Background: an optimization exercise with open tools, aiming at small area, a short achievable clock period and few clock cycles. Do not read the settings as production practice.
Function was checked by simulation only, so behaviour that the tests miss may differ from the original.
Power is estimated from default activity; no workload was simulated.

==> design/flow/design.v <==
package aidp_pkg;
  localparam int CAPACITY = 32;
  localparam int POS_W    = 6;
  localparam int DATA_W   = 32;
  localparam int STAT_W   = 3;
  localparam int IDX_W    = 5;
  localparam int CNT_W    = 6;
  localparam logic OP_INSERT = 1'b0;
  localparam logic OP_DELETE = 1'b1;
  localparam logic [STAT_W-1:0] ST_ELEMENT    = 3'd0;
  localparam logic [STAT_W-1:0] ST_EMPTY      = 3'd1;
  localparam logic [STAT_W-1:0] ST_BAD_INSERT = 3'd2;
  localparam logic [STAT_W-1:0] ST_BAD_DELETE = 3'd3;
  localparam logic [STAT_W-1:0] ST_FULL       = 3'd4;
endpackage
module array_insert_delete_at_position_unit (
  input  logic                                clk,
  input  logic                                rst_n,
  input  logic                                in_valid,
  output logic                                in_ready,
  input  logic                                in_op,
  input  logic [aidp_pkg::POS_W-1:0]          in_position,
  input  logic signed [aidp_pkg::DATA_W-1:0]  in_value,
  output logic                                out_valid,
  input  logic                                out_ready,
  output logic [aidp_pkg::STAT_W-1:0]         out_status,
  output logic signed [aidp_pkg::DATA_W-1:0]  out_element,
  output logic                                out_last
);
  localparam int W = aidp_pkg::DATA_W;
  localparam logic [2:0] M_FRONT = 3'd0;    
  localparam logic [2:0] M_INS   = 3'd1;    
  localparam logic [2:0] M_DEL   = 3'd2;    
  localparam logic [2:0] M_ROT   = 3'd3;    
  logic [W-1:0] chain [aidp_pkg::CAPACITY];
  localparam int NT = 18;             
  logic [NT-1:0] tap;                  
  logic          e31;                  
  logic [2:0]   mode;
  logic [5:0]   cnt;                   
  logic [4:0]   c;                     
  logic [5:0]   pp;                    
  logic         owe;
  logic [4:0]   ko;                    
  logic         errp;
  logic [2:0]   errs;
  logic         cb_v, ins_pend, in_ready_r;
  logic         cb_op;
  logic [5:0]   cb_pos;
  logic [W-1:0] cb_val;
  logic         d_single, d_empty, d_p1, d_p2, d_p3;
  logic [2:0]   d_stat;
  logic         f_z, f_1, f_2;         
  logic         f_tlo;                 
  logic         f_15, f_16;            
  logic         f_eq;                  
  logic         f_skip;                
  logic         f_end;                 
  logic         f_m;                   
  logic         out_valid_r;
  logic [2:0]   out_status_r;
  logic [W-1:0] out_element_r;
  logic         out_last_r;
  logic front, can_start, start_ins, start_del, start;
  assign front     = (mode == M_FRONT);
  assign can_start = front && cb_v && !d_single && !owe && !errp;
  assign start_ins = can_start && (cb_op == aidp_pkg::OP_INSERT);
  assign start_del = can_start && (cb_op == aidp_pkg::OP_DELETE);
  assign start     = can_start;
  logic take_single, take;
  logic take_empty;
  assign take_single = cb_v && d_single && !errp && (!d_empty || (front && !owe));
  assign take_empty  = take_single && d_empty;
  logic in_ins, in_del, in_rot, is_dskip, el, hold, skip, pass_end;
  logic [4:0] idx;
  assign in_ins   = start_ins || (mode == M_INS);
  assign in_del   = (start_del && !d_p1) || (mode == M_DEL);
  assign is_dskip = start_del && d_p1;    
  assign in_rot   = (mode == M_ROT) ||
                    (front && !start && (owe || ((f_tlo || (e31 && f_16)) && !f_z && !take_empty)));
  assign el       = in_ins || in_del || in_rot;         
  assign idx      = front ? 5'd0 : c;
  assign hold     = start ? (start_ins && d_p1) : ((mode == M_INS) && f_eq);
  assign skip     = start ? (start_del && d_p2) : ((mode == M_DEL) && f_skip);
  assign pass_end = start_ins ? f_z :
                    start_del ? (f_2 && !d_p1) :
                    front     ? (in_rot && f_1) :
                    f_end;
  logic [W-1:0] y;
  logic [W-1:0] x;
  always_comb begin
    x = '0;
    for (int j = 0; j < NT; j++) x = x | (chain[j] & {W{tap[j]}});
  end
  assign y = hold ? cb_val : x;
  logic grow, shrink, e31_eff;
  assign grow    = start_ins && !e31 && f_15;
  assign shrink  = start_del && e31 && f_16;
  assign e31_eff = grow ? 1'b1 : (shrink ? 1'b0 : e31);
  always_ff @(posedge clk) chain[aidp_pkg::CAPACITY-1] <= y;
  for (genvar i = 0; i < aidp_pkg::CAPACITY - 1; i++) begin : g_chain
    if (i == 15) begin : g_entry
      always_ff @(posedge clk) chain[i] <= e31_eff ? chain[i + 1] : y;
    end else begin : g_shift
      always_ff @(posedge clk) chain[i] <= chain[i + 1];
    end
  end
  logic out_free, prod_el, prod_err, el_last;
  logic [5:0] cnt_n;
  assign cnt_n    = start_ins  ? cnt + 6'd1 :
                    start_del  ? cnt - 6'd1 :
                    take_empty ? 6'd0 : cnt;
  assign out_free = !out_valid_r || out_ready;
  assign el_last  = pass_end;
  assign prod_el  = out_free && el && (start || (owe && (front ? (ko == 5'd0) : f_m)));
  assign prod_err = out_free && errp && !owe;
  logic cb_busy_n, ins_pend_n;
  assign take        = in_valid && in_ready_r;
  assign ins_pend_n  = (start_ins && !d_p1) || (ins_pend && !hold);
  assign cb_busy_n   = take || (cb_v && !start && !take_single) || ins_pend_n;
  logic          in_rot_c, pe_c, hold_c, skip_c, park_c;
  logic [NT-1:0] tap_si, tap_sd, tap_c, tap_end;
  logic          tlo_si, tlo_sd, tlo_c, tlo_end;
  assign in_rot_c = (mode == M_ROT) ||
                    (front && (owe || ((f_tlo || (e31 && f_16)) && !f_z && !take_empty)));
  assign pe_c     = front ? (in_rot_c && f_1) : f_end;
  assign hold_c   = (mode == M_INS) && f_eq;
  assign skip_c   = (mode == M_DEL) && f_skip;
  assign park_c   = front && !in_rot_c && !f_z;
  always_comb begin
    for (int j = 0; j < NT; j++) tap_end[j] = e31 ? (cnt == 6'(32 - j)) : (cnt == 6'(16 - j));
    tlo_end = e31 ? (cnt >= 6'd31) : (cnt >= 6'd15);
    if (f_z)       tap_si = NT'(1) << 15;
    else if (d_p1) tap_si = {1'b0, tap[NT-1:1]};
    else           tap_si = tap;
    tlo_si = f_z ? 1'b0 : (d_p1 ? |tap[2:0] : f_tlo);
    if (f_2 && !d_p1) tap_sd = NT'(1) << 15;
    else if (d_p2)    tap_sd = {tap[NT-2:0], 1'b0};
    else              tap_sd = tap;
    tlo_sd = (f_2 && !d_p1) || d_p2 ? 1'b0 : f_tlo;
    if (pe_c)                  tap_c = tap_end;
    else if (hold_c || park_c) tap_c = {1'b0, tap[NT-1:1]};
    else if (skip_c)           tap_c = {tap[NT-2:0], 1'b0};
    else                       tap_c = tap;
    if (pe_c)                  tlo_c = tlo_end;
    else if (hold_c || park_c) tlo_c = |tap[2:0];
    else if (skip_c)           tlo_c = 1'b0;
    else                       tlo_c = f_tlo;
  end
  logic f_z_n, f_1_n, f_2_n, f_15_n, f_16_n, tlo_n, f_eq_n, f_skip_n, f_end_n, f_m_n;
  logic park;
  logic [5:0] c2;
  assign park = front && !start && !in_rot && !f_z;
  assign c2   = {1'b0, c} + 6'd2;
  always_comb begin
    f_z_n = start_ins ? 1'b0 : (take_empty ? 1'b1 : f_z);
    f_1_n = start_ins ? f_z : (start_del ? f_2 : (take_empty ? 1'b0 : f_1));
    f_2_n = start_ins ? f_1 : (start_del ? (cnt == 6'd3) : (take_empty ? 1'b0 : f_2));
    f_15_n = start_ins ? (cnt == 6'd14) : (start_del ? f_16 : (take_empty ? 1'b0 : f_15));
    f_16_n = start_ins ? f_15 : (start_del ? (cnt == 6'd17) : (take_empty ? 1'b0 : f_16));
    tlo_n = !start ? tlo_c : ((cb_op == aidp_pkg::OP_INSERT) ? tlo_si : tlo_sd);
    if (start_ins)      f_end_n = f_1;
    else if (is_dskip)  f_end_n = f_2;
    else if (start_del) f_end_n = (cnt == 6'd3);
    else if (front)     f_end_n = f_2;
    else                f_end_n = (c2 == cnt);
    f_eq_n   = start ? d_p2 : (c2 == pp + 6'd1);
    f_skip_n = start ? (start_del && !d_p1 && d_p3) : (c2 == pp);
    if (prod_el)    f_m_n = 1'b1;
    else if (start) f_m_n = is_dskip;
    else if (front) f_m_n = (ko == 5'd1);
    else            f_m_n = (ko == c + 5'd1);
  end
  logic [NT-1:0] tap_n;
  logic [4:0]  c_n;
  logic [2:0] mode_n;
  logic [5:0] pp_n;
  logic [4:0] ko_n;
  logic       owe_n;
  always_comb begin
    tap_n = !start ? tap_c : ((cb_op == aidp_pkg::OP_INSERT) ? tap_si : tap_sd);
    c_n = idx + 5'd1;
    if (pass_end) begin
      mode_n = M_FRONT;
    end else if (front) begin
      if (start_ins)      mode_n = M_INS;
      else if (is_dskip)  begin
        mode_n = M_DEL;
        c_n    = 5'd0;
      end
      else if (start_del) mode_n = M_DEL;
      else if (in_rot)    mode_n = M_ROT;
      else                mode_n = M_FRONT;
    end else begin
      mode_n = mode;
    end
    if (start) pp_n = cb_pos - 6'd1;
    else       pp_n = pp;
    if (prod_el) begin
      owe_n = !el_last;
      ko_n  = idx + 5'd1;
    end else if (start) begin
      owe_n = 1'b1;
      ko_n  = 5'd0;
    end else begin
      owe_n = owe;
      ko_n  = ko;
    end
  end
  always_ff @(posedge clk) begin
    if (!rst_n) begin
      mode        <= M_FRONT;
      tap         <= NT'(1);
      e31         <= 1'b0;
      f_15        <= 1'b0;
      f_16        <= 1'b0;
      cnt         <= 6'd0;
      owe         <= 1'b0;
      errp        <= 1'b0;
      cb_v        <= 1'b0;
      ins_pend    <= 1'b0;
      in_ready_r  <= 1'b1;
      out_valid_r <= 1'b0;
      f_z         <= 1'b1;
      f_1         <= 1'b0;
      f_2         <= 1'b0;
      f_tlo       <= 1'b0;
    end else begin
      mode       <= mode_n;
      tap        <= tap_n;
      e31        <= e31_eff;
      f_15       <= f_15_n;
      f_16       <= f_16_n;
      cnt        <= cnt_n;
      owe        <= owe_n;
      cb_v       <= take || (cb_v && !start && !take_single);
      ins_pend   <= ins_pend_n;
      in_ready_r <= !cb_busy_n;
      f_z   <= f_z_n;
      f_1   <= f_1_n;
      f_2   <= f_2_n;
      f_tlo <= tlo_n;
      if (prod_err) errp <= 1'b0;
      if (take_single) begin
        errp <= 1'b1;
        errs <= d_stat;
      end
      if (prod_el || prod_err) out_valid_r <= 1'b1;
      else if (out_ready)      out_valid_r <= 1'b0;
    end
  end
  always_ff @(posedge clk) begin
    c      <= c_n;
    pp     <= pp_n;
    ko     <= ko_n;
    f_eq   <= f_eq_n;
    f_skip <= f_skip_n;
    f_end  <= f_end_n;
    f_m    <= f_m_n;
  end
  always_ff @(posedge clk) begin
    if (take) begin
      cb_op  <= in_op;
      cb_pos <= in_position;
      cb_val <= in_value;
      d_p1   <= (in_position == 6'd1);
      d_p2   <= (in_position == 6'd2);
      d_p3   <= (in_position == 6'd3);
      if (in_op == aidp_pkg::OP_INSERT) begin
        d_empty <= 1'b0;
        if (in_position == 6'd0 || {1'b0, in_position} > {1'b0, cnt} + 7'd1) begin
          d_single <= 1'b1;
          d_stat   <= aidp_pkg::ST_BAD_INSERT;
        end else if (cnt == 6'd32) begin
          d_single <= 1'b1;
          d_stat   <= aidp_pkg::ST_FULL;
        end else begin
          d_single <= 1'b0;
          d_stat   <= aidp_pkg::ST_FULL;
        end
      end else begin
        if (in_position == 6'd0 || in_position > cnt) begin
          d_single <= 1'b1;
          d_empty  <= 1'b0;
          d_stat   <= aidp_pkg::ST_BAD_DELETE;
        end else if (cnt == 6'd1) begin
          d_single <= 1'b1;
          d_empty  <= 1'b1;
          d_stat   <= aidp_pkg::ST_EMPTY;
        end else begin
          d_single <= 1'b0;
          d_empty  <= 1'b0;
          d_stat   <= aidp_pkg::ST_EMPTY;
        end
      end
    end
  end
  always_ff @(posedge clk) begin
    if (out_free) begin
      if (prod_err) begin
        out_status_r  <= errs;
        out_element_r <= '0;
        out_last_r    <= 1'b1;
      end else begin
        out_status_r  <= aidp_pkg::ST_ELEMENT;
        out_element_r <= y;
        out_last_r    <= el_last;
      end
    end
  end
  assign in_ready    = in_ready_r;
  assign out_valid   = out_valid_r;
  assign out_status  = out_status_r;
  assign out_element = out_element_r;
  assign out_last    = out_last_r;
endmodule
==> design/flow/run.sh <==
#!/bin/bash
# synth_recipe.tcl (not shown) runs the flow's synth.tcl, then flattens the netlist and writes it again
# the make line also repeats each setting of config.mk as NAME=value (left out here)
make -C /OpenROAD-flow-scripts/flow DESIGN_CONFIG=/design/flow/config.mk WORK_HOME=/design/flow/orfs CLKGATE_MAP_FILE= SYNTH_SCRIPT=/design/flow/synth_recipe.tcl finish
==> design/flow/config.mk <==
export PLATFORM = sky130hd
export DESIGN_NAME = array_insert_delete_at_position_unit
export DESIGN_NICKNAME = array_insert_delete_at_position_unit
export VERILOG_FILES = /design/flow/design.v
export SDC_FILE = /design/flow/constraint.sdc
export NUM_CORES = 4
export LEC_CHECK = 0
export CAP_MARGIN = 20
export CORE_MARGIN = 2
export CORE_UTILIZATION = 60
export CTS_CLUSTER_DIAMETER = 100
export CTS_CLUSTER_SIZE = 30
export PLACE_DENSITY = 0.7
export SETUP_SLACK_MARGIN = 2.75
export SLEW_MARGIN = 20
==> design/flow/constraint.sdc <==
create_clock -name core_clock -period 5.0 [get_ports {clk}]
set_input_delay 1.0000 -clock core_clock [delete_from_list [all_inputs] [get_ports {clk}]]
set_output_delay 1.0000 -clock core_clock [all_outputs]
set_load 0.01 [all_outputs]
==> summary.txt, run 1 <==
* CTS H-Tree Depth at 2
* Commonest non-fill, non-tap cell in the layout: dfxtp_1
* Clock sink count at 1168
* CP required at 5.39 ns
* Vias per inst at 5.782
* I/O Pins at 81
* Share of the synthesized area in the top cell type at 0.6835
* Relative slew slack at 0.4158
* Clock Root Buffer: clkbuf_16
* Routed vias at 17.49k
* Ys flop type: dfxtp_1
* PwrDens at 649.1 nW/um^2
* Cells after Synth at 2244
* Sequential-to-total area share from yosys stat at 0.7753
* Final Hold Violating Endpoints at 0
* Number of synthesized flops with an enable pin at 96
* Unrepaired setup endpoints after global routing: true
* Net Switching at 0.005966 W
* Sw Ratio at 0.2636
* Antenna violations before repair at 0
* Area of the mapped netlist at 31400 um^2
* First drt pass iteration count at 5
* Antenna cells at 0
* Final Routed Wirelength at 66360 um
* Min Clock Period, post-route at 2.262 ns
* Largest area contributor in the netlist: dfxtp_1
* Peak supply drop at 0.4349 mV
* Final Setup Violations at 0
* Worst Tran Pin Value at 0.8684 ns
* Final global-route overflow total at 0
* CTS Buffer Depth at 3
* Worst Hold Class: reg -> reg
* # rows at 83
* Post-route insts no fill at 3024
* Final worst-path cycle share at 0.4523
* Initial core utilization at 0.6096
* Worst-Skew Late Latency at 0.64 ns
* Ys async rst share at 0
* Hold buffers post-CTS at 0
* DRC Markers at 0
* Final Slew Violations at 0
* Area contributors post-synth: dfxtp_1 68%, edfxtp_1 9.2%, a22oi_1 4.3%, a221oi_1 1.8%, a22o_1 1.8%
* CTS tree: done
* Syn Area/Cell at 13.99 um^2
* P&R area growth vs syn at 11.05%
* Final Skew at 0.02721 ns
* Reg clk slew, reported paths at 0.12 ns
* Power share of the sequential group at 0.683
* Pin count of the biggest net entering global routing at 39
* Placed cells at 2901
* Setup CP Type: reg -> reg
* Vias in the first global route at 17.02k
* Final GP Congestion at 0.8633
* Crit path max fanout at 3
* Max cap viols at 0
* Die Area at 54180 um^2
* Die height at 232.8 um
* Final HPWL DP at 37190 um
* Final #Nets at 2386
* Leak pwr at 13.40 nW
* Unique masters post-synth at 66
* Int Pwr at 0.01667 W
* Synth Warn # at 2
* First-pass GRT wire length at 98960 um
* Initial DRC count at 1622
* Crit path capture type: flop
* WL/cell at 21.94 um
* Clock power frac at 0.192
* Most frequent cells in the layout: 1045 x dfxtp_1, 180 x a22oi_1, 96 x edfxtp_1
* Comb power frac at 0.126
* Syn nets at 2308
* Share of cells above drive strength 1 at 0.1323
* Setup TNS at 0 ns
* Achievable Freq at 442.2 MHz
* PortBufs at 80
* Startpoint Class: flop
* WP data arrival at 2.65 ns
* Status: finished clean
* Core area at 51510 um^2
* Antenna-violating nets left at 0
* FF+latch count, synth at 1168
* Clock buffer count from CTS at 44
* Chip width at 232.8 um
* Gr usage total at 0.2387
==> timing repair <==
item                                   CTS  global route
cloned                                   4             5
gates resized for setup                216            60
pin swaps                                8            17
setup buffers                           21            25
endpoints found under the hold margin    0             0
setup endpoints to repair              216            93
==> per-stage QoR <==
step | power, W | utilization | hold WS [ns] | instance area, um^2 | setup WS (ns)
6_report | 0.02263 | 0.6769 | 0.3266 | 34870 | 2.738
2_1_floorplan | 0.01668 | - | 0.3096 | 31480 | 2.600
3_5_place_dp | 0.01834 | 0.6370 | 0.3121 | 32810 | 1.768
3_3_place_gp | 0.01814 | 0.6370 | 0.3096 | 32810 | 1.887
4_1_cts | 0.02258 | 0.6667 | 0.3320 | 34340 | 2.655
5_1_grt | 0.02368 | 0.6769 | 0.3252 | 34870 | 2.668
==> power groups by stage <==
stage          registers (W)  clock network (W)  logic [W]
6_report              0.0154            0.00434    0.00284
5_1_grt               0.0159            0.00472    0.00309
4_1_cts               0.0155            0.00441    0.00270
3_5_place_dp          0.0156                  0    0.00271
3_3_place_gp          0.0155                  0    0.00264
2_1_floorplan         0.0148                  0    0.00184
==> final timing paths <==
kind         slack [ns]  cells past startpoint         start           end
max                2.74                     10        cnt[1]      d_single
min                0.33                      0  chain[19][0]  chain[18][0]
max reg2reg        2.74                     10        cnt[1]      d_single
min reg2reg        0.33                      0  chain[19][0]  chain[18][0]
==> registers in the layout (all words and copies together) (netlist names), 5 cells and up <==
signal	count
cnt	6
out_element_r	32
chain	1024
cb_val	32
ko	5
cb_pos	6
pp	6
c	5
tap	18
==> area by class of cell <==
class / instances / area [um^2]
Inverter: 19 / 85.08
Clock buffer: 66 / 1205
Sequential cell: 1168 / 24420
Tap cell: 680 / 850.8
Multi-Input combinational cell: 931 / 6874
Fill cell: 3689 / 16640
Timing Repair inverter: 1 / 7.507
Timing Repair Buffer: 157 / 1401
Clock inverter: 2 / 23.77
==> metal layers <==
| metal | share of wire | vias to the layer above | GRT usage |
|---|---|---|---|
| met5 | 0 | - | 0 |
| met4 | 0.025 | 0 | 0.07385 |
| met3 | 0.063 | 118 | 0.02794 |
| met2 | 0.46 | 600 | 0.3764 |
| met1 | 0.45 | 8613 | 0.3476 |
| li1 | - | 8155 | - |
==> logic make-up (layout without fill, tap and decap cells) <==
group                    after synthesis  in the layout  share of synthesized area
AO/OA/AOI/OAI                        476            480                     0.1131
multiplexers                          49             49                    0.01694
AND/OR/NAND/NOR                      342            342                    0.05583
flip-flops                          1168           1168                     0.7753
buffers and inverters                149            245                    0.01961
XOR/XNOR                              38             38                    0.01060
adder cells (fa/ha/maj)               22             22                   0.008687
==> synthesized netlist by cell type (3+ instances only) <==
cell / number
edfxtp_1: 96
nor2_1: 101
nand3_1: 59
o21a_1: 4
buf_2: 14
and2_1: 41
mux2i_1: 16
a21oi_1: 60
a22oi_1: 180
o21ai_0: 28
nor3_1: 10
o32a_1: 3
xnor2_1: 21
nand2b_1: 4
nand3b_1: 3
xor2_1: 17
o211ai_1: 6
buf_6: 4
inv_1: 17
o221a_2: 14
nand4_1: 40
nor2b_1: 12
o31ai_1: 3
a22o_1: 65
nand2_1: 39
clkbuf_1: 79
o21ai_1: 8
and3_1: 9
a221oi_1: 65
a211oi_1: 5
buf_1: 30
o22ai_1: 10
nor4_1: 4
a31oi_1: 10
dfxtp_1: 1072
ha_1: 21
mux2_2: 33
nand4b_1: 4
==> critical path, stage by stage (launching register included) <==
cell and delay [ns]:
dfxtp_4 0.39, clkinvlp_4 0.12, ha_4 0.28, inv_1 0.06, ha_4 0.21, nor2b_1 0.13
o21a_1 0.20, o211ai_1 0.21, a21oi_1 0.11, nor3_2 0.19, a22oi_1 0.13
Testbench counts, summed over its fixed seeds: cycles 41,175.
==> inputs of run 2 (changes only) <==
--- a/design/flow/config.mk
+++ b/design/flow/config.mk
@@ -7,9 +7,9 @@
 export LEC_CHECK = 0
 export CAP_MARGIN = 20
 export CORE_MARGIN = 2
-export CORE_UTILIZATION = 60
-export CTS_CLUSTER_DIAMETER = 100
-export CTS_CLUSTER_SIZE = 30
-export PLACE_DENSITY = 0.7
+export CORE_UTILIZATION = 55
+export CTS_CLUSTER_DIAMETER = 80
+export CTS_CLUSTER_SIZE = 24
+export PLACE_DENSITY = 0.65
 export SETUP_SLACK_MARGIN = 2.75
 export SLEW_MARGIN = 20
==> summary.txt, run 2 <==
* Status: finished clean
* Area contributors post-synth: dfxtp_1 68%, edfxtp_1 9.2%, a22oi_1 4.3%, a221oi_1 1.8%, a22o_1 1.8%
* PwrDens at 660.2 nW/um^2 (+1.7%)
* Final Slew Violations at 0 (unchanged)
* PortBufs at 80 (unchanged)
* Setup CP Type: reg -> out
* Crit path buf inv count at 1 (-1)
* Commonest cells post-synth: 1072 x dfxtp_1, 180 x a22oi_1, 101 x nor2_1, 96 x edfxtp_1, 79 x clkbuf_1
* Unique masters post-synth at 66 (unchanged)
* Ys flop type: dfxtp_1
* Die height at 242.9 um (+4.4%)
* Cells after Synth at 2244 (unchanged)
* Final Routed Wirelength at 64230 um (-3.2%)
* Worst-Skew Late Latency at 0.65 ns (about the same)
* Setup TNS at 0 ns (unchanged)
* Worst slack, placed at 1.863 ns (+0.09513 ns)
* Commonest non-fill, non-tap cell in the layout: dfxtp_1
* Syn nets at 2308 (unchanged)
* Achievable Freq at 430.6 MHz (-2.6%)
* Slowest cell on the critical path: edfxtp_1
* Crit path max fanout at 1 (-2)
* Worst Tran Pin Value at 0.7679 ns (-0.1004 ns)
* Initial DRC count at 1408 (-13%)
* Hold buffers post-CTS at 0 (unchanged)
* Final Setup Violations at 0 (unchanged)
* Share of cells above drive strength 1 at 0.1188 (-0.01350)
* Ys async rst share at 0 (unchanged)
* Vias in the first global route at 17.36k (+2.0%)
* Routed vias at 17.16k (-1.8%)
* Smallest hold slack at 0.3258 ns (-0.0007920 ns)
* Crit-path max cell delay at 0.48 ns (+0.09 ns)
* Worst Slack Setup Final at 2.678 ns (-0.06084 ns)
* Final HPWL DP at 37400 um (+0.57%)
* Top flop regs: chain (1024), cb_val (32), out_element_r (32)
* Most frequent cells in the layout: 1053 x dfxtp_1, 180 x a22oi_1, 96 x nor2_1, 96 x edfxtp_1
* Sequential-to-total area share from yosys stat at 0.7753 (unchanged)
* Final Skew at 0.02827 ns (+0.001059 ns)
* Vias per inst at 5.540 (-4.2%)
* Worst Hold Class: reg -> reg
* Clock buffer count from CTS at 55 (+25%)
* Layout fillers at 4384 (+19%)
* Final #Nets at 2374 (-0.50%)
* Syn Area/Cell at 13.99 um^2 (unchanged)
* Max cap viols at 0 (unchanged)
* CTS Buffer Depth at 3 (unchanged)
* Final global-route overflow total at 0 (unchanged)
* Peak supply drop at 0.3756 mV (-14%)
* Final Hold Violating Endpoints at 0 (unchanged)
* Min Clock Period, post-route at 2.322 ns (+0.06084 ns)
* CP required at 4.00 ns (-1.39 ns)
* Most flop-heavy register: chain
* P&R area growth vs syn at 11.46%
* Relative slew slack at 0.4880 (+0.07228)
* Final worst-path cycle share at 0.4645 (+0.01217)
* First-pass GRT wire length at 100500 um (+1.6%)
* Leak pwr at 13.44 nW (+0.34%)
* Pin count of the biggest net entering global routing at 40 (+2.6%)
* WP data arrival at 1.32 ns (-1.33 ns)
* Core area at 56390 um^2 (+9.5%)
* CP top delay family: flip-flops
* Cell with the most instances after synthesis: dfxtp_1
* Antenna-violating nets left at 0 (unchanged)
* FF+latch count, synth at 1168 (unchanged)
* Reg clk slew, reported paths at 0.10 ns (-0.02 ns)
* DRC Markers at 0 (unchanged)
* Share of the synthesized area in the top cell type at 0.6835 (unchanged)
* Unrepaired setup endpoints after global routing: true
* Final GP Congestion at 0.8382 (-2.9%)
* Number of synthesized flops with an enable pin at 96 (unchanged)
* Startpoint Class: flop
* # rows at 87 (+4.8%)
* Critical Path, Cell by Cell: buf_2
* Area of the mapped netlist at 31400 um^2 (unchanged)
* Clock Root Buffer: clkbuf_16
* Gr usage total at 0.2174 (-0.02134)
* CTS H-Tree Depth at 2 (unchanged)
* I/O Pins at 81 (unchanged)
* Initial core utilization at 0.5568 (-0.05273)
* Chip width at 242.9 um (+4.4%)
* Antenna violations before repair at 1 (+1)
* Synth Warn # at 2 (unchanged)
* Clock sink count at 1168 (unchanged)
* Die Area at 59020 um^2 (+8.9%)
* WL/cell at 20.73 um (-5.5%)
* First drt pass iteration count at 5 (unchanged)
* Crit path capture type: output pin
* CTS tree: done
* Max reg flops at 1024 (unchanged)
* Largest area contributor in the netlist: dfxtp_1
==> run 2: final cells by class <==
type / count / area [um^2] / share of cell area
flip-flops and latches: 1168 / 24390 / 0.6969
multi-input cells: 928 / 6704 / 0.1916
clock buffers: 83 / 1544 / 0.04412
repair buffers: 138 / 1254 / 0.03582
well taps: 756 / 945.9 / 0.02703
clock inverters: 5 / 78.83 / 0.002252
inverters: 19 / 77.57 / 0.002217
diodes: 1 / 2.502 / 0.00007151
==> run 2: through the flow <==
step	area (um^2)	total power (W)	utilization	cells
global placement	32950	0.01818	0.5844	2984
finish	35000	0.02311	0.6206	3098
detailed placement	32950	0.01837	0.5844	2984
CTS	34810	0.02323	0.6174	3093
floorplan	31480	0.01668	-	2244
global route	34990	0.02425	0.6206	3097
==> run 2: path summary, 6_finish.rpt <==
path | startpoint | end | slack (ns) | cells past startpoint
min | chain[29][0] | chain[28][0] | 0.33 | 0
max | out_element_r[30] | out_element[30] | 2.68 | 1
max reg2reg | d_single | tap[2] | 2.71 | 7
min reg2reg | chain[29][0] | chain[28][0] | 0.33 | 0
==> run 2: routing by layer <==
metal	wire length (um)	global-route usage	part of all wire	vias up
li1	-	-	-	8130
met3	3359	0.03240	0.052	105
met5	0	0	0	-
met2	29410	0.3491	0.46	483
met4	1459	0.06370	0.023	0
met1	29990	0.3074	0.47	8445
==> run 2: what timing repair did <==
item / in CTS / in global routing
gates resized for setup: 210 / 46
setup buffers: 20 / 3
setup endpoints to repair: 186 / 88
gates cloned: 1 / 1
pin swaps: 7 / 5
==> run 2: power breakdown <==
part           total [W]  switching (W)  leakage, nW  internal, W
Clock            0.00495        0.00278        0.780      0.00216
Sequential        0.0153        0.00168         9.96       0.0136
Combinational    0.00284        0.00157         2.70      0.00127
==> run 2: cells by family after synthesis <==
group | share of synthesized area
and+or+nand+nor | 0.05583
adders and majority gates | 0.008687
DFF | 0.7753
buffers and inverters | 0.01961
xor gates and xnor gates | 0.01060
muxes | 0.01694
AOI/OAI and AO/OA | 0.1131
==> inputs of run 3 (changes only) <==
--- a/design/flow/config.mk
+++ b/design/flow/config.mk
@@ -5,11 +5,11 @@
 export SDC_FILE = /design/flow/constraint.sdc
 export NUM_CORES = 4
 export LEC_CHECK = 0
-export CAP_MARGIN = 20
+export CAP_MARGIN = 5
 export CORE_MARGIN = 2
 export CORE_UTILIZATION = 55
 export CTS_CLUSTER_DIAMETER = 80
 export CTS_CLUSTER_SIZE = 24
 export PLACE_DENSITY = 0.65
 export SETUP_SLACK_MARGIN = 2.75
-export SLEW_MARGIN = 20
+export SLEW_MARGIN = 5
==> summary.txt, run 3 <==
* Status: finished clean
* Crit path buf inv count at 1 (unchanged)
* Critical path origin: out_element_r[30]
* Number of synthesized flops with an enable pin at 96 (unchanged)
* Achievable Freq at 430.6 MHz (unchanged)
* Antenna-violating nets left at 0 (unchanged)
* Post-synthesis mux area share at 0.01694 (unchanged)
* Cells after Synth at 2244 (unchanged)
* Startpoint Class: flop
* Final global-route overflow total at 0 (unchanged)
* Synth Area in Compound Gates at 0.1131 (unchanged)
* Unique masters post-synth at 66 (unchanged)
* Setup CP Type: reg -> out
* Final Setup Violations at 0 (unchanged)
* Sequential-to-total area share from yosys stat at 0.7753 (unchanged)
* Cell with the most instances after synthesis: dfxtp_1
* Relative slew slack at 0.4880 (unchanged)
* Chip width at 242.9 um (unchanged)
* Area contributors post-synth: dfxtp_1 68%, edfxtp_1 9.2%, a22oi_1 4.3%, a221oi_1 1.8%, a22o_1 1.8%
* Commonest cells post-synth: 1072 x dfxtp_1, 180 x a22oi_1, 101 x nor2_1, 96 x edfxtp_1, 79 x clkbuf_1
* Synth Area in Simple Gates at 0.05583 (unchanged)
* Clock Root Buffer: clkbuf_16
* Unrepaired setup endpoints after global routing: true
* Min Clock Period, post-route at 2.322 ns (unchanged)
* CP top delay family: flip-flops
* Slowest cell on the critical path: edfxtp_1
* Initial core utilization at 0.5568 (unchanged)
* Synth Area in Adders at 0.008687 (unchanged)
* Area after DPL at 32950 um^2 (unchanged)
* Worst Hold Class: reg -> reg
* # rows at 87 (unchanged)
* Max reg flops at 1024 (unchanged)
* Commonest non-fill, non-tap cell in the layout: dfxtp_1
* Final GP Congestion at 0.8382 (unchanged)
* Die height at 242.9 um (unchanged)
* Clock buffer count from CTS at 55 (unchanged)
* Share of cells above drive strength 1 at 0.1188 (unchanged)
* Layout fillers at 4384 (unchanged)
* First-pass GRT wire length at 100500 um (unchanged)
* Antenna violations before repair at 1 (unchanged)
* Syn Area/Cell at 13.99 um^2 (unchanged)
* Largest family of logic cells by synthesized area: compound AO/OA/AOI/OAI gates
* Final #Nets at 2374 (unchanged)
* Largest area contributor in the netlist: dfxtp_1
* Leak pwr at 13.44 nW (unchanged)
* PortBufs at 80 (unchanged)
* Pin count of the biggest net entering global routing at 40 (unchanged)
* Vias per inst at 5.540 (unchanged)
* WL/cell at 20.73 um (unchanged)
* First drt pass iteration count at 5 (unchanged)
* Max cap viols at 0 (unchanged)
* Clock sink count at 1168 (unchanged)
* Final worst-path cycle share at 0.4645 (unchanged)
* Final Skew at 0.02827 ns (unchanged)
* Share of the synthesized area in the top cell type at 0.6835 (unchanged)
* XOR/XNOR Fraction of Synth Area at 0.01060 (unchanged)
* Final Slew Violations at 0 (unchanged)
* Reg clk slew, reported paths at 0.10 ns (about the same)
* Worst hold start: chain[29][0]
* Crit path max fanout at 1 (unchanged)
* FF+latch count, synth at 1168 (unchanged)
* Final Routed Wirelength at 64230 um (unchanged)
* P&R area growth vs syn at 11.46% (unchanged)
* CTS Buffer Depth at 3 (unchanged)
* Initial DRC count at 1408 (unchanged)
* Critical Path, Cell by Cell: buf_2
* Final Cell Area at 35000 um^2 (unchanged)
* I/O Pins at 81 (unchanged)
* Gr usage total at 0.2174 (unchanged)
* CP required at 4.00 ns (about the same)
* Crit path capture type: output pin
* Area of the mapped netlist at 31400 um^2 (unchanged)
* Hold buffers post-CTS at 0 (unchanged)
* Peak supply drop at 0.3756 mV (unchanged)
* Ys flop type: dfxtp_1
* Final Hold Violating Endpoints at 0 (unchanged)
* Worst Tran Pin Value at 0.7679 ns (unchanged)
* Crit-path max cell delay at 0.48 ns (about the same)
* Core area at 56390 um^2 (unchanged)
* Setup TNS at 0 ns (unchanged)
* Syn nets at 2308 (unchanged)
* Die Area at 59020 um^2 (unchanged)
* Routed vias at 17.16k (unchanged)
* Synth Warn # at 2 (unchanged)
* Most frequent cells in the layout: 1053 x dfxtp_1, 180 x a22oi_1, 96 x nor2_1, 96 x edfxtp_1
* Vias in the first global route at 17.36k (unchanged)
* CTS tree: done
* WP data arrival at 1.32 ns (about the same)
* Most flop-heavy register: chain
* PwrDens at 660.2 nW/um^2 (unchanged)
* CTS H-Tree Depth at 2 (unchanged)
* Final HPWL DP at 37400 um (unchanged)
* DRC Markers at 0 (unchanged)
* Worst-Skew Late Latency at 0.65 ns (about the same)
* FF-to-FF Start: d_single
* Top flop regs: chain (1024), cb_val (32), out_element_r (32)
* Ys async rst share at 0 (unchanged)
run 3: cell counts after synthesis:
No cell type changed its count.
run 3: cell type report:
cell class	count	area, um^2	share of cell area
antenna	1	2.502	0.00007151
clock buffer	83	1544	0.04412
clock inverter	5	78.83	0.002252
inverter	19	77.57	0.002217
multi-input combinational	928	6704	0.1916
sequential	1168	24390	0.6969
tap	756	945.9	0.02703
timing repair buffer	138	1254	0.03582
run 3: per-layer routing:
| metal | track usage | routed length (um) |
|---|---|---|
| met1 | 0.3074 | 29990 |
| met2 | 0.3491 | 29410 |
| met3 | 0.03240 | 3359 |
| met4 | 0.06370 | 1459 |
| met5 | 0 | 0 |
run 3: kinds of logic (layout without fill, tap and decap cells):
logic type,after synthesis,after routing
flip-flops,1168,1168
AO/OA/AOI/OAI,476,477
XOR/XNOR,38,38
AND/OR/NAND/NOR,342,342
multiplexers,49,49
other,0,1
buffers and inverters,149,245
adder cells (fa/ha/maj),22,22
run 3: what timing repair did:
item,4_1_cts,5_1_grt
gates cloned,1,1
setup buffers,20,3
gates resized for setup,210,46
endpoints found under the setup margin,186,88
pin swaps,7,5
run 3: final timing paths:
check                         end  cells past startpoint  slack (ns)
setup / recovery  out_element[30]                      1        2.68
hold / removal       chain[28][0]                      0        0.33
setup reg to reg           tap[2]                      7        2.71
hold reg to reg      chain[28][0]                      0        0.33
run 3: where the power goes:
group	switching [W]	internal, W
Combinational	0.00157	0.00127
Sequential	0.00168	0.0136
Clock	0.00278	0.00216
Total	0.00603	0.0171
run 3: per-stage QoR:
| stage | power (W) | utilization | setup slack, ns | hold slack, ns | cells |
|---|---|---|---|---|---|
| after floorplan | 0.01668 | - | 2.600 | 0.3096 | 2244 |
| after global placement | 0.01818 | 0.5844 | 1.953 | 0.3095 | 2984 |
| after detailed placement | 0.01837 | 0.5844 | 1.863 | 0.3121 | 2984 |
| after CTS | 0.02323 | 0.6174 | 2.656 | 0.3278 | 3093 |
| after global routing | 0.02425 | 0.6206 | 2.614 | 0.3310 | 3097 |
| final | 0.02311 | 0.6206 | 2.678 | 0.3258 | 3098 |
==> inputs of run 4 (changes only) <==
==> design/flow/config.mk (replaced) <==
export PLATFORM = sky130hd
export DESIGN_NAME = array_insert_delete_at_position_unit
export DESIGN_NICKNAME = array_insert_delete_at_position_unit
export VERILOG_FILES = /design/flow/design.v
export SDC_FILE = /design/flow/constraint.sdc
export NUM_CORES = 4
export LEC_CHECK = 0
export CAP_MARGIN = 20
export CORE_MARGIN = 2
export CORE_UTILIZATION = 55
export CTS_CLUSTER_DIAMETER = 70
export CTS_CLUSTER_SIZE = 30
export PLACE_DENSITY = 0.65
export SETUP_SLACK_MARGIN = 2.75
export SLEW_MARGIN = 20
==> summary.txt, run 4 <==
* Routed met1 length at 29910 um (-0.27%)
* Final HPWL DP at 37400 um (unchanged)
* Worst Tran Pin Value at 0.7822 ns (+0.01425 ns)
* Ys flop type: dfxtp_1
* Antenna-violating nets left at 0 (unchanged)
* Int Pwr at 0.01694 W (-0.79%)
* Share of the synthesized area in the top cell type at 0.6835 (unchanged)
* Startpoint Class: flop
* Final GP Congestion at 0.8382 (unchanged)
* Final worst-path cycle share at 0.4623 (-0.002242)
* Initial core utilization at 0.5568 (unchanged)
* Register area at 24390 um^2 (about the same)
* Synth Warn # at 2 (unchanged)
* Comb power frac at 0.124 (about the same)
* Final #Nets at 2374 (unchanged)
* I/O Pins at 81 (unchanged)
* WL met3 at 3248 um (-3.3%)
* Max reg flops at 1024 (unchanged)
* Commonest non-fill, non-tap cell in the layout: dfxtp_1
* Worst Slack Setup Final at 2.689 ns (+0.01121 ns)
* CTS tree: done
* Sw Ratio at 0.2622 (+0.001250)
* Hold buffers post-CTS at 0 (unchanged)
* Clock buffer count from CTS at 47 (-15%)
* Clock Root Buffer: clkbuf_16
* Min Clock Period, post-route at 2.311 ns (-0.01121 ns)
* Chip width at 242.9 um (unchanged)
* WP data arrival at 1.31 ns (about the same)
* Crit-path max cell delay at 0.49 ns (about the same)
* First-pass GRT wire length at 100200 um (-0.30%)
* Relative slew slack at 0.4785 (-0.009503)
* Multi-input logic area at 6724 um^2 (+0.30%)
* Clock sink count at 1168 (unchanged)
* Die height at 242.9 um (unchanged)
* Initial DRC count at 1426 (+1.3%)
* Net Switching at 0.006020 W (-0.14%)
* Leak pwr at 13.44 nW (about the same)
* Sequential-to-total area share from yosys stat at 0.7753 (unchanged)
* Pin count of the biggest net entering global routing at 40 (unchanged)
* Max cap viols at 0 (unchanged)
* FF+latch count, synth at 1168 (unchanged)
* Antenna violations before repair at 0 (-1)
* CTS Buffer Depth at 3 (unchanged)
* Crit path capture type: output pin
* WL/cell at 20.84 um (+0.51%)
* CP required at 4.00 ns (about the same)
* Worst Hold Class: reg -> reg
* Most frequent cells in the layout: 1054 x dfxtp_1, 180 x a22oi_1, 96 x nor2_1, 96 x edfxtp_1
* Ys async rst share at 0 (unchanged)
* Setup CP Type: reg -> out
* Routed vias at 17.21k (+0.26%)
* # rows at 87 (unchanged)
* Area contributors post-synth: dfxtp_1 68%, edfxtp_1 9.2%, a22oi_1 4.3%, a221oi_1 1.8%, a22o_1 1.8%
* Die Area at 59020 um^2 (unchanged)
* DRC Markers at 0 (unchanged)
* Worst-Skew Late Latency at 0.64 ns (about the same)
* Largest area contributor in the netlist: dfxtp_1
* Final global-route overflow total at 0 (unchanged)
* Syn nets at 2308 (unchanged)
* Final Hold Violating Endpoints at 0 (unchanged)
* Final Routed Wirelength at 64540 um (+0.48%)
* Cells after Synth at 2244 (unchanged)
* Smallest hold slack at 0.3205 ns (-0.005354 ns)
* Top flop regs: chain (1024), cb_val (32), out_element_r (32)
* Vias per inst at 5.556 (+0.29%)
* CP top delay family: flip-flops
* Reg clk slew, reported paths at 0.11 ns (about the same)
* Crit path max fanout at 1 (unchanged)
* Clock power frac at 0.209 (-0.005)
* WL met2 at 29790 um (+1.3%)
* Worst slack, placed at 1.863 ns (unchanged)
* Achievable Freq at 432.7 MHz (+0.49%)
* Core area at 56390 um^2 (unchanged)
* Slowest cell on the critical path: edfxtp_1
* Max Used Layer: met4
* Final Setup Violations at 0 (unchanged)
* Cell with the most instances after synthesis: dfxtp_1
* PwrDens at 657.0 nW/um^2 (-0.49%)
* Final Skew at 0.02279 ns (-0.005482 ns)
* Unique masters post-synth at 66 (unchanged)
* Status: finished clean
* Crit path buf inv count at 1 (unchanged)
* PortBufs at 80 (unchanged)
* Syn Area/Cell at 13.99 um^2 (unchanged)
* Gr usage total at 0.2168 (-0.0006094)
* Layout fillers at 4380 (-0.091%)
* P&R area growth vs syn at 11.31%
* Setup TNS at 0 ns (unchanged)
* Critical Path, Cell by Cell: buf_2
* Commonest cells post-synth: 1072 x dfxtp_1, 180 x a22oi_1, 101 x nor2_1, 96 x edfxtp_1, 79 x clkbuf_1
* CTS H-Tree Depth at 2 (unchanged)
* Number of synthesized flops with an enable pin at 96 (unchanged)
* Final Slew Violations at 0 (unchanged)
* Power share of the sequential group at 0.667 (+0.004)
* Most flop-heavy register: chain
* Unrepaired setup endpoints after global routing: true
* Share of cells above drive strength 1 at 0.1213 (+0.002563)
* Area of the mapped netlist at 31400 um^2 (unchanged)
* First drt pass iteration count at 6 (+1)
* Antenna cells at 0 (-1)
* Vias in the first global route at 17.31k (-0.27%)
* Peak supply drop at 0.4012 mV (+6.8%)
[run 4: power by group through the flow]
stage / combinational [W] / sequential (W) / clock, W
floorplan: 0.00184 / 0.0148 / 0
global placement: 0.00280 / 0.0154 / 0
detailed placement: 0.00285 / 0.0155 / 0
CTS: 0.00281 / 0.0154 / 0.00489
global route: 0.00313 / 0.0158 / 0.00523
finish: 0.00285 / 0.0153 / 0.00479
[run 4: logic make-up (layout without fill, tap and decap cells)]
group / Yosys count / after routing / synth area share
xor+xnor: 38 / 38 / 0.01060
fa+ha+maj: 22 / 22 / 0.008687
mux: 49 / 49 / 0.01694
compound gates: 476 / 478 / 0.1131
simple gates: 342 / 342 / 0.05583
buf+inv: 149 / 244 / 0.01961
flops: 1168 / 1168 / 0.7753
[run 4: path summary, 6_finish.rpt]
check | cells past startpoint | to | slack, ns | startpoint
setup / recovery | 1 | out_element[30] | 2.69 | out_element_r[30]
hold / removal | 0 | chain[22][2] | 0.32 | chain[23][2]
setup reg to reg | 7 | out_element_r[21] | 2.77 | mode[0]
hold reg to reg | 0 | chain[22][2] | 0.32 | chain[23][2]
[run 4: per-layer routing]
layer	up-vias	global-route usage
met3	105	0.02808
met4	0	0.06893
li1	8143	-
met1	8484	0.3068
met5	-	0
met2	476	0.3485
[run 4: final cells by class]
cell class | instances | share of cell area
Timing Repair Buffer | 145 | 0.03741
Clock buffer | 68 | 0.03802
Clock inverter | 12 | 0.005012
Tap cell | 756 | 0.02706
Sequential cell | 1168 | 0.6979
Inverter | 19 | 0.002220
Multi-Input combinational cell | 929 | 0.1924
[run 4: per-stage QoR]
stage,power (W),cell area (um^2),utilization,std cells
2_1_floorplan,0.01668,31480,-,2244
3_3_place_gp,0.01818,32950,0.5844,2984
3_5_place_dp,0.01837,32950,0.5844,2984
4_1_cts,0.02305,34680,0.6150,3084
5_1_grt,0.02411,34950,0.6198,3097
6_report,0.02296,34950,0.6198,3097
[run 4: what timing repair did]
item / 4_1_cts / 5_1_grt
buffers inserted: 18 / 11
resized for setup: 205 / 48
gates cloned: 2 / 2
setup endpoints to repair: 185 / 90
pin swaps: 8 / 10
==> inputs of run 5 (changes only) <==
--- a/design/flow/design.v
+++ b/design/flow/design.v
@@ -57,6 +57,7 @@
   logic         f_skip;                
   logic         f_end;                 
   logic         f_m;                   
+  logic         h_ins;                 
   logic         out_valid_r;
   logic [2:0]   out_status_r;
   logic [W-1:0] out_element_r;
@@ -80,7 +81,7 @@
                     (front && !start && (owe || ((f_tlo || (e31 && f_16)) && !f_z && !take_empty)));
   assign el       = in_ins || in_del || in_rot;         
   assign idx      = front ? 5'd0 : c;
-  assign hold     = start ? (start_ins && d_p1) : ((mode == M_INS) && f_eq);
+  assign hold     = (start_ins && d_p1) || h_ins;
   assign skip     = start ? (start_del && d_p2) : ((mode == M_DEL) && f_skip);
   assign pass_end = start_ins ? f_z :
                     start_del ? (f_2 && !d_p1) :
@@ -124,7 +125,7 @@
   assign in_rot_c = (mode == M_ROT) ||
                     (front && (owe || ((f_tlo || (e31 && f_16)) && !f_z && !take_empty)));
   assign pe_c     = front ? (in_rot_c && f_1) : f_end;
-  assign hold_c   = (mode == M_INS) && f_eq;
+  assign hold_c   = h_ins;
   assign skip_c   = (mode == M_DEL) && f_skip;
   assign park_c   = front && !in_rot_c && !f_z;
   always_comb begin
@@ -257,6 +258,7 @@
     f_skip <= f_skip_n;
     f_end  <= f_end_n;
     f_m    <= f_m_n;
+    h_ins  <= (mode_n == M_INS) && f_eq_n && rst_n;
   end
   always_ff @(posedge clk) begin
     if (take) begin
@@ -297,7 +299,7 @@
   end
   always_ff @(posedge clk) begin
     if (out_free) begin
-      if (prod_err) begin
+      if (errp && !owe) begin
         out_status_r  <= errs;
         out_element_r <= '0;
         out_last_r    <= 1'b1;
--- a/design/flow/config.mk
+++ b/design/flow/config.mk
@@ -7,9 +7,9 @@
 export LEC_CHECK = 0
 export CAP_MARGIN = 20
 export CORE_MARGIN = 2
-export CORE_UTILIZATION = 55
-export CTS_CLUSTER_DIAMETER = 70
-export CTS_CLUSTER_SIZE = 30
-export PLACE_DENSITY = 0.65
+export CORE_UTILIZATION = 60
+export CTS_CLUSTER_DIAMETER = 80
+export CTS_CLUSTER_SIZE = 24
+export PLACE_DENSITY = 0.7
 export SETUP_SLACK_MARGIN = 2.75
 export SLEW_MARGIN = 20
==> summary.txt, run 5 <==
* Commonest non-fill, non-tap cell in the layout: dfxtp_1
* Worst Hold Class: reg -> reg
* Min Clock Period, post-route at 2.445 ns (+0.1338 ns)
* Ys async rst share at 0 (unchanged)
* Cells after Synth at 2250 (+0.27%)
* Clock sink count at 1169 (+0.086%)
* Commonest cells post-synth: 1073 x dfxtp_1, 164 x a22oi_1, 113 x nor2_1, 96 x edfxtp_1, 94 x clkbuf_1
* # rows at 83 (-4.6%)
* Peak supply drop at 0.4830 mV (+20%)
* Gr usage total at 0.2519 (+0.03514)
* WL/cell at 22.00 um (+5.6%)
* Initial DRC count at 1610 (+13%)
* I/O Pins at 81 (unchanged)
* WP data arrival at 3.00 ns (+1.69 ns)
* P&R area growth vs syn at 14.77%
* Clock power frac at 0.203 (-0.006)
* Ys flop type: dfxtp_1
* Crit path max fanout at 10 (+9)
* Hold buffers post-CTS at 0 (unchanged)
* Leak pwr at 13.95 nW (+3.8%)
* Share of cells above drive strength 1 at 0.1680 (+0.04666)
* Sequential-to-total area share from yosys stat at 0.7782 (+0.002870)
* Sw Ratio at 0.2641 (+0.001908)
* Clock Root Buffer: clkbuf_16
* Int Pwr at 0.01752 W (+3.4%)
* Area of the mapped netlist at 31310 um^2 (-0.29%)
* Number of synthesized flops with an enable pin at 96 (unchanged)
* Power share of the sequential group at 0.663 (-0.004)
* Syn nets at 2314 (+0.26%)
* Antenna violations before repair at 1 (+1)
* Worst-Skew Late Latency at 0.64 ns (about the same)
* Area contributors post-synth: dfxtp_1 69%, edfxtp_1 9.2%, a22oi_1 3.9%, a221oi_1 1.8%, a22o_1 1.8%
* Antenna cells at 0 (unchanged)
* Top flop regs: chain (1024), cb_val (32), out_element_r (32)
* Unrepaired setup endpoints after global routing: true
* Share of the synthesized area in the top cell type at 0.6861 (+0.002606)
* Vias in the first global route at 17.92k (+3.5%)
* Crit path capture type: flop
* Final #Nets at 2443 (+2.9%)
* Die height at 232.4 um (-4.3%)
* Most frequent cells in the layout: 1039 x dfxtp_1, 164 x a22oi_1, 96 x edfxtp_1
* CP required at 5.56 ns (+1.56 ns)
* Antenna-violating nets left at 0 (unchanged)
* Core area at 51410 um^2 (-8.8%)
* Chip width at 232.4 um (-4.3%)
* Unique masters post-synth at 70 (+6.1%)
* Largest area contributor in the netlist: dfxtp_1
* CTS H-Tree Depth at 2 (unchanged)
* CTS tree: done
* Worst slack, placed at 1.928 ns (+0.06478 ns)
* Worst Tran Pin Value at 1.226 ns (+0.4434 ns)
* Setup CP Type: reg -> reg
* Net Switching at 0.006286 W (+4.4%)
* Setup TNS at 0 ns (unchanged)
* Vias per inst at 5.782 (+4.1%)
* Synth Warn # at 2 (unchanged)
* Final GP Congestion at 0.8673 (+3.5%)
* Status: finished clean
* Area after DPL at 32760 um^2 (-0.59%)
* Initial core utilization at 0.6091 (+0.05220)
* Most flop-heavy register: chain
* Startpoint Class: flop
* Achievable Freq at 409.0 MHz (-5.5%)
* Comb power frac at 0.133 (+0.009)
* Cell with the most instances after synthesis: dfxtp_1
* Relative slew slack at 0.1829 (-0.2956)
* First-pass GRT wire length at 104200 um (+4.0%)
* Final worst-path cycle share at 0.4890 (+0.02676)
* Final Cell Area at 35930 um^2 (+2.8%)
* CTS Buffer Depth at 3 (unchanged)
* Routed vias at 17.87k (+3.9%)
* Syn Area/Cell at 13.92 um^2 (-0.55%)
* Max cap viols at 0 (unchanged)
* Reg clk slew, reported paths at 0.09 ns (-0.02 ns)
* Final Skew at 0.01493 ns (-0.007861 ns)
* Final Hold Violating Endpoints at 0 (unchanged)
* Worst Slack Setup Final at 2.555 ns (-0.1338 ns)
* PortBufs at 80 (unchanged)
* Final HPWL DP at 37450 um (+0.14%)
* Final Setup Violations at 0 (unchanged)
* FF+latch count, synth at 1169 (+0.086%)
* Clock buffer count from CTS at 54 (+15%)
* Max reg flops at 1024 (unchanged)
* DRC Markers at 0 (unchanged)
* Design Power at 0.02380 W (+3.7%)
* First drt pass iteration count at 6 (unchanged)
* PwrDens at 662.4 nW/um^2 (+0.82%)
* Final global-route overflow total at 0 (unchanged)
* Pin count of the biggest net entering global routing at 38 (-5.0%)
* Final Routed Wirelength at 68020 um (+5.4%)
* Final Slew Violations at 0 (unchanged)
* Die Area at 54020 um^2 (-8.5%)
[run 5: metal layers]
layer	GRT usage	vias to the layer above	part of all wire
li1	-	8275	-
met1	0.3544	8760	0.44
met4	0.08594	0	0.030
met3	0.03909	169	0.071
met5	0	-	0
met2	0.4003	669	0.46
[run 5: final timing paths]
kind,slack [ns],startpoint,to,cells past startpoint
min,0.32,chain[23][13],chain[22][13],0
min reg2reg,0.32,chain[23][13],chain[22][13],0
max reg2reg,2.55,mode[1],tap[6],8
max,2.55,mode[1],tap[6],8
[run 5: logic make-up (layout without fill, tap and decap cells)]
logic type,count (synthesis),in the layout,synth area share
AOI/OAI and AO/OA,488,490,0.1152
xor gates and xnor gates,32,32,0.008951
adders and majority gates,21,21,0.008392
buffers and inverters,143,301,0.01898
DFF,1169,1169,0.7782
muxes,38,38,0.01343
and+or+nand+nor,359,360,0.05691
[run 5: repair_timing]
item	in CTS	in global routing
cloned	9	5
buffers inserted	38	33
setup endpoints to repair	195	137
gates resized for setup	297	97
pin swaps	16	27
[run 5: cell type report]
class,count,area [um^2]
clock buffer,85,1510
clock inverter,3,40.04
fill,3470,15470
inverter,25,108.9
multi-input combinational,941,7168
sequential,1169,24430
tap,680,850.8
timing repair buffer,188,1823
[run 5: power groups by stage]
stage | Sequential (W) | Clock [W] | Combinational, W
after floorplan | 0.0151 | 0 | 0.00186
after global placement | 0.0158 | 0 | 0.00265
after detailed placement | 0.0159 | 0 | 0.00271
after CTS | 0.0158 | 0.00492 | 0.00297
after global routing | 0.0162 | 0.00525 | 0.00346
final | 0.0158 | 0.00484 | 0.00318
[run 5: through the flow]
stage / std cells / util / hold slack [ns]
floorplan: 2250 / - / 0.3096
global placement: 2918 / 0.6372 / 0.3102
detailed placement: 2918 / 0.6372 / 0.3121
CTS: 3053 / 0.6849 / 0.3263
global route: 3091 / 0.6990 / 0.3290
finish: 3091 / 0.6990 / 0.3250
[run 5: critical path, stage by stage (launching register included)]
cell,delay (ns)
dfxtp_4,0.38
or4b_4,0.52
or4_4,0.46
and2_4,0.19
a41oi_4,0.29
buf_6,0.15
buf_12,0.12
o21ai_0,0.07
a31oi_1,0.19
Testbench counts of run 5, summed over its fixed seeds: cycles 41,175.
==> inputs of run 6 (changes only) <==
--- a/design/flow/config.mk
+++ b/design/flow/config.mk
@@ -7,9 +7,9 @@
 export LEC_CHECK = 0
 export CAP_MARGIN = 20
 export CORE_MARGIN = 2
-export CORE_UTILIZATION = 60
+export CORE_UTILIZATION = 70
 export CTS_CLUSTER_DIAMETER = 80
 export CTS_CLUSTER_SIZE = 24
-export PLACE_DENSITY = 0.7
+export PLACE_DENSITY = 0.8
 export SETUP_SLACK_MARGIN = 2.75
 export SLEW_MARGIN = 20
==> summary.txt, run 6 <==
* Antenna-violating nets left at 0 (unchanged)
* CTS tree: done
* Number of synthesized flops with an enable pin at 96 (unchanged)
* Max Used Layer: met5
* Vias per inst at 6.221 (+7.6%)
* Final Slew Violations at 0 (unchanged)
* Sw Ratio at 0.2718 (+0.007754)
* Setup TNS at 0 ns (unchanged)
* Vias in the first global route at 19.04k (+6.2%)
* WL met3 at 5869 um (+21%)
* Synth Warn # at 2 (unchanged)
* Min Clock Period, post-route at 2.555 ns (+0.1099 ns)
* Core area at 44220 um^2 (-14%)
* Worst Slack Setup Final at 2.445 ns (-0.1099 ns)
* I/O Pins at 81 (unchanged)
* Clock buffer count from CTS at 54 (unchanged)
* Initial core utilization at 0.7080 (+0.09895)
* Crit path to: tap[0]
* Final #Nets at 2451 (+0.33%)
* Cell with the most instances after synthesis: dfxtp_1
* Commonest non-fill, non-tap cell in the layout: dfxtp_1
* Clock sink count at 1169 (unchanged)
* Area of the mapped netlist at 31310 um^2 (unchanged)
* Hold Path Depth at 0 (unchanged)
* Crit path capture type: flop
* Ys flop type: dfxtp_1
* P&R area growth vs syn at 14.75% (about the same)
* FF+latch count, synth at 1169 (unchanged)
* Final Routed Wirelength at 72730 um (+6.9%)
* Worst slack, placed at 1.417 ns (-0.5115 ns)
* Power share of the sequential group at 0.658 (-0.005)
* First drt pass iteration count at 8 (+2)
* Post-route insts no fill at 3004 (-2.8%)
* Share of cells above drive strength 1 at 0.1646 (-0.003386)
* Antenna violations before repair at 2 (+1)
* Final Hold Violating Endpoints at 0 (unchanged)
* Clock Root Buffer: clkbuf_16
* CTS Buffer Depth at 3 (unchanged)
* Int Pwr at 0.01749 W (-0.15%)
* Pin count of the biggest net entering global routing at 38 (unchanged)
* PortBufs at 80 (unchanged)
* Crit path max fanout at 5 (-5)
* Antenna cells at 0 (unchanged)
* Unrepaired setup endpoints after global routing: true
* Die Area at 46430 um^2 (-14%)
* Top flop regs: chain (1024), cb_val (32), out_element_r (32)
* Worst Tran Pin Value at 0.7926 ns (-0.4330 ns)
* Reg clk slew, reported paths at 0.10 ns (about the same)
* Most frequent cells in the layout: 1047 x dfxtp_1, 163 x a22oi_1, 96 x edfxtp_1
* Ys async rst share at 0 (unchanged)
* Worst-Skew Late Latency at 0.64 ns (about the same)
* Net Switching at 0.006530 W (+3.9%)
* Die height at 215.5 um (-7.3%)
* R2R setup slack at 2.45 ns (-0.11 ns)
* Chip width at 215.5 um (-7.3%)
* Achievable Freq at 391.4 MHz (-4.3%)
* Final GP Congestion at 0.8799 (+1.5%)
* Unique masters post-synth at 70 (unchanged)
* Peak supply drop at 0.4730 mV (-2.1%)
* Routed vias at 18.69k (+4.6%)
* R2R depth at 8 (unchanged)
* Final Skew at 0.02272 ns (+0.007795 ns)
* Final HPWL DP at 37940 um (+1.3%)
* Syn nets at 2314 (unchanged)
* CP required at 5.52 ns (-0.04 ns)
* Final worst-path cycle share at 0.5110 (+0.02197)
* Setup CP Type: reg -> reg
* Area contributors post-synth: dfxtp_1 69%, edfxtp_1 9.2%, a22oi_1 3.9%, a221oi_1 1.8%, a22o_1 1.8%
* Critical path origin: f_1
* Final global-route overflow total at 0 (unchanged)
* Leak pwr at 14.00 nW (+0.37%)
* Clock power frac at 0.198 (-0.005)
* Commonest cells post-synth: 1073 x dfxtp_1, 164 x a22oi_1, 113 x nor2_1, 96 x edfxtp_1, 94 x clkbuf_1
* Syn Area/Cell at 13.92 um^2 (unchanged)
* Worst Hold Class: reg -> reg
* Routed met1 length at 29430 um (-1.0%)
* Smallest hold slack at 0.3241 ns (-0.0008890 ns)
* Gr usage total at 0.3039 (+0.05199)
* # rows at 77 (-7.2%)
* WL/cell at 24.21 um (+10%)
* Placed cells at 2834 (-2.9%)
* WL met2 at 34580 um (+10%)
* Share of the synthesized area in the top cell type at 0.6861 (unchanged)
* Comb power frac at 0.144 (+0.011)
* DRC Markers at 0 (unchanged)
* Max cap viols at 0 (unchanged)
* Status: finished clean
* Largest area contributor in the netlist: dfxtp_1
* FF-to-FF Start: f_1
* RR Endpoint: tap[0]
* Cells after Synth at 2250 (unchanged)
* Relative slew slack at 0.4705 (+0.2875)
* Final Setup Violations at 0 (unchanged)
* WP data arrival at 3.07 ns (+0.07 ns)
* Most flop-heavy register: chain
* Sequential-to-total area share from yosys stat at 0.7782 (unchanged)
* PwrDens at 668.6 nW/um^2 (+0.93%)
* CTS H-Tree Depth at 2 (unchanged)
* Initial DRC count at 2098 (+30%)
* Worst hold start: chain[26][4]
* Max reg flops at 1024 (unchanged)
* Final Util at 0.8125 (+0.1134)
* Startpoint Class: flop
* First-pass GRT wire length at 109000 um (+4.6%)
-- run 6: cells by family (layout without fill, tap and decap cells) --
group	count (synthesis)	in the layout	share of synthesized area
flops	1169	1169	0.7782
compound gates	488	491	0.1152
simple gates	359	360	0.05691
buf+inv	143	301	0.01898
mux	38	38	0.01343
xor+xnor	32	32	0.008951
fa+ha+maj	21	21	0.008392
-- run 6: layout make-up --
cell class              count  area (um^2)
inverters                  25        101.3
repair buffers            195         1973
multi-input cells         942         7206
flip-flops and latches   1169        24420
clock buffers              79         1476
clock inverters             2        15.01
well taps                 592        740.7
fillers                  2257         8293
-- run 6: worst min-delay path by stage --
stage                          to  slack, ns
global route         chain[25][4]       0.33
floorplan            chain[17][0]       0.31
global placement     chain[20][7]       0.31
detailed placement  chain[17][25]       0.31
finish               chain[25][4]       0.32
CTS                  chain[25][4]       0.33
-- run 6: critical path, cell delays in order (launching register included) --
cell and delay, ns:
dfxtp_2 0.42, or4b_4 0.50, or4_4 0.45, and2_4 0.19, a41oi_4 0.20, buf_6 0.17
clkbuf_16 0.15, nor3_4 0.04, a31oi_2 0.32
-- run 6: repair_timing --
item	4_1_cts	5_1_grt
setup endpoints to repair	198	144
gates cloned	11	5
resized for setup	337	78
buffers inserted	46	27
hold buffers	0	0
pin swaps	18	25
-- run 6: per-layer routing --
| layer | global-route usage | vias up |
|---|---|---|
| li1 | - | 8286 |
| met1 | 0.4039 | 9158 |
| met2 | 0.5037 | 982 |
| met3 | 0.05539 | 261 |
| met4 | 0.1120 | 2 |
| met5 | 0 | - |
-- run 6: per-stage QoR --
step	power, W	area [um^2]
global placement	0.01837	32640
CTS	0.02376	35370
global route	0.02498	35930
detailed placement	0.01870	32640
floorplan	0.01694	31360
finish	0.02402	35930
-- run 6: power by group through the flow --
stage	Sequential, W	Clock, W	Combinational, W
final	0.0158	0.00476	0.00345
after CTS	0.0158	0.00479	0.00321
after floorplan	0.0151	0	0.00186
after global routing	0.0162	0.00510	0.00368
after global placement	0.0156	0	0.00274
after detailed placement	0.0159	0	0.00285

## afterwards: timing with drivers on the ports
How much do the figures lean on ideal ports? The routed layouts below were timed once more, with nothing changed but the port constraints.
Step 1 assumes that a clkbuf_16 drives the clock port and a buf_2 every other input.
Step 2 also shifts input and output timing later by t, the mid clock arrival at the registers, as if the neighbouring blocks saw the same clock.
Slacks: no drivers / after step 1 / after step 2; pairs: no drivers / after step 1.
| run | t (ns) | slack for setup (ns) | hold WS [ns] | clock arrival spread, ns |
|---|---|---|---|---|
| run 1 | 0.680 | 2.738 / 2.736 / 2.160 | 0.327 / 0.327 / 0.327 | 0.029 / 0.029 |
| run 2 | 0.702 | 2.678 / 2.616 / 2.147 | 0.326 / 0.326 / 0.326 | 0.029 / 0.029 |
| run 3 | 0.702 | 2.678 / 2.616 / 2.147 | 0.326 / 0.326 / 0.326 | 0.029 / 0.029 |
| run 4 | 0.689 | 2.689 / 2.627 / 2.162 | 0.320 / 0.320 / 0.320 | 0.026 / 0.026 |
| run 5 | 0.693 | 2.555 / 2.555 / 2.120 | 0.325 / 0.325 / 0.325 | 0.017 / 0.017 |
| run 6 | 0.683 | 2.445 / 2.445 / 2.066 | 0.324 / 0.324 / 0.324 | 0.025 / 0.024 |
After both steps setup and hold are still met in every run listed. For run 1, which loses most, drivers alone change the setup slack by -0.002 ns; drivers and shift together by -0.578 ns.
